This is an optimization exercise on Yosys and OpenROAD, whose aim is small area and few clock cycles per item, not a production implementation.
Function was checked by simulation only, so behaviour that the tests miss may differ from the original.

==> flow/design.v (excerpt) <==
module complex_mult_stream
#(
  parameter int DIN_W  = cmplx_pkg::DIN_W_DEF,
  parameter int DOUT_W = cmplx_pkg::DOUT_W_DEF,
  parameter int SHIFT  = cmplx_pkg::SHIFT_DEF,
  parameter int TAG_W  = cmplx_pkg::TAG_W_DEF
) (
  input  logic                     i_clk,
  input  logic                     i_rst,
  input  logic                     i_valid,
  output logic                     o_ready,
  input  logic signed [DIN_W-1:0]  i_real_h,
  input  logic signed [DIN_W-1:0]  i_imag_h,
  input  logic signed [DIN_W-1:0]  i_real_y,
  input  logic signed [DIN_W-1:0]  i_imag_y,
  input  logic                     i_conj,
  input  logic [TAG_W-1:0]         i_tag,
  output logic                     o_valid,
  input  logic                     i_ready,
  output logic signed [DOUT_W-1:0] o_real,
  output logic signed [DOUT_W-1:0] o_imag,
  output logic [TAG_W-1:0]         o_tag,
  output logic                     o_ovf
);
  logic        en;
  logic [15:0] a, b, c, d, dx, dn;
  logic [16:0] sab, sr, st;
  logic [32:0] re_a, re_b, im_a, im_b, re_x, im_x;
  logic [17:0] q_re, q_im;
  logic        ovf_re, ovf_im;
  assign a = i_real_h;
  assign b = i_imag_h;
  assign c = i_real_y;
  assign d = i_imag_y;
  logic dco1;
  logic dct2;
  logic dcn3;
  logic dco4;
  logic dct5;
  logic dcn6;
  logic dco7;
  logic dct8;
  logic dcn9;
  logic dco10;
  logic dct11;
  logic dcn12;
  logic dco13;
  logic dct14;
  logic dcn15;
  logic dco16;
  logic dct17;
  logic dcn18;
  logic dco19;
  logic dct20;
  logic dcn21;
  logic dco22;
  logic dct23;
  logic dcn24;
  logic ddo25;
  ...
For scale: about 2700 cells after synthesis, roughly 120 I/O pins, ~24000 µm² of cells after synthesis.
export LEC_CHECK = 0
export ABC_AREA = 1
export CAP_MARGIN = 0
export CORE_MARGIN = 2
export CORE_UTILIZATION = 60
export PLACE_DENSITY = 0.75
export SLEW_MARGIN = 0
export SYNTH_HIERARCHICAL = 1
create_clock -name core_clock -period 7.5 [get_ports {i_clk}]
standard.sh (not shown) runs the stock make flow with config.mk's settings and CLKGATE_MAP_FILE= SYNTH_SCRIPT=/design/flow/synth_recipe.tcl, a recipe that flattens the netlist after the stock synthesis.
==> flow/flow/run.sh <==
#!/bin/bash
# The standard layout (standard.sh), except that the port buffers that
# buffer_ports inserts are buf_1 cells rather than the resizer's default pick.
set -o pipefail
export BUFFER_PORTS_ARGS="-buffer_cell sky130_fd_sc_hd__buf_1"
bash standard.sh > standard.log 2>&1
The starting point finished with timing, DRC and antenna clean.
Testbench counts at the start, summed over its fixed seeds: cycles 4,808, items 4,800.
Then changed:
--- a/flow/config.mk
+++ b/flow/config.mk
@@ -7,8 +7,8 @@
 export LEC_CHECK = 0
 export ABC_AREA = 1
-export CAP_MARGIN = 0
+export CAP_MARGIN = 20
 export CORE_MARGIN = 2
 export CORE_UTILIZATION = 60
 export PLACE_DENSITY = 0.75
-export SLEW_MARGIN = 0
+export SLEW_MARGIN = 20
 export SYNTH_HIERARCHICAL = 1
What happened:
- The changed run finished clean
- setup slack is worse by 0.058 ns
- register-to-register slack barely changes
- core utilization barely changes
- via count goes down by 0.53%
- maximum frequency falls by 0.79%
- cell area hardly moves
- routed wire length falls by 0.36%
- hold slack improved by 0.0071 ns
- sequential cell count is unchanged
Then changed:
--- a/flow/config.mk
+++ b/flow/config.mk
@@ -10,5 +10,5 @@
 export CORE_MARGIN = 2
 export CORE_UTILIZATION = 60
-export PLACE_DENSITY = 0.75
+export PLACE_DENSITY = 0.7
 export SLEW_MARGIN = 20
 export SYNTH_HIERARCHICAL = 1
=> The new run completed with no timing, DRC or antenna violations. Utilization climbs by 0.31 points. Non-clock buffer count climbs by 21. Clock-buffer cell count stays the same. Sequential share of layout area stays flat. Register-to-register slack got worse by 0.03 ns. Via count drops by 0.51%. Synthesized area does not change. Cell count climbs by 0.58%. Routed wire length climbs by 3.3%.
Then changed:
==> flow/run.sh (new file) <==
#!/bin/bash
# synth_recipe.tcl (not shown) runs the flow's synth.tcl, then flattens the netlist and writes it again
# the make line also repeats each setting of config.mk as NAME=value (left out here)
make -C /OpenROAD-flow-scripts/flow DESIGN_CONFIG=/design/flow/config.mk WORK_HOME=/design/flow/orfs CLKGATE_MAP_FILE= SYNTH_SCRIPT=/design/flow/synth_recipe.tcl finish
--- a/flow/config.mk
+++ b/flow/config.mk
@@ -10,5 +10,5 @@
 export CORE_MARGIN = 2
 export CORE_UTILIZATION = 60
-export PLACE_DENSITY = 0.7
+export PLACE_DENSITY = 0.75
 export SLEW_MARGIN = 20
 export SYNTH_HIERARCHICAL = 1
removed: flow/flow/run.sh
removed: flow/standard.sh
After rerunning: Worst setup slack loses 0.064 ns. Clock skew went down by 0.0038 ns. Synthesized cell count does not change. Non-clock buffer count goes up by 70. Final area rises by 4.9%. Global-route usage goes up by 0.53 points. Count of clock-buffer cells in the layout does not change. First-iteration DRC count went up by about 8%. Wire length grows by about 1.3%.

-- what the ideal ports hide --
Ports are ideal in the flow. The routed layouts listed here were re-timed in OpenROAD.
Step 1 sets driving cells, clkbuf_16 on the clock port and buf_2 on the other inputs (assumed; they add their load-dependent delay and slew).
Step 2 times the ports against the registers' clock, not the clock port: input delays grow and output delays shrink by t, the midpoint of the rising clock arrivals with the driver on.
Three values: ideal ports, drivers, drivers and shift; two values: the first two.
| run | t, ns | slack for setup (ns) | hold WS [ns] | worst data-port slew with drivers (ns) |
|---|---|---|---|---|
| the first run | 0.377 | 0.286 / 0.274 / -0.103 | 0.920 / 0.920 / 0.920 | 0.10 |
| the second run | 0.381 | 0.229 / 0.224 / -0.157 | 0.927 / 0.927 / 0.927 | 0.09 |
| the third run | 0.397 | 0.253 / 0.191 / -0.206 | 0.920 / 0.920 / 0.920 | 0.19 |
| the fourth run | 0.386 | 0.189 / 0.223 / -0.163 | 1.047 / 1.047 / 1.047 | 0.08 |
Met with ideal ports but missed after step 2: setup timing in every run listed. The setup slack of the third run, which loses most, moves by -0.062 ns with the drivers and by -0.459 ns with both steps.
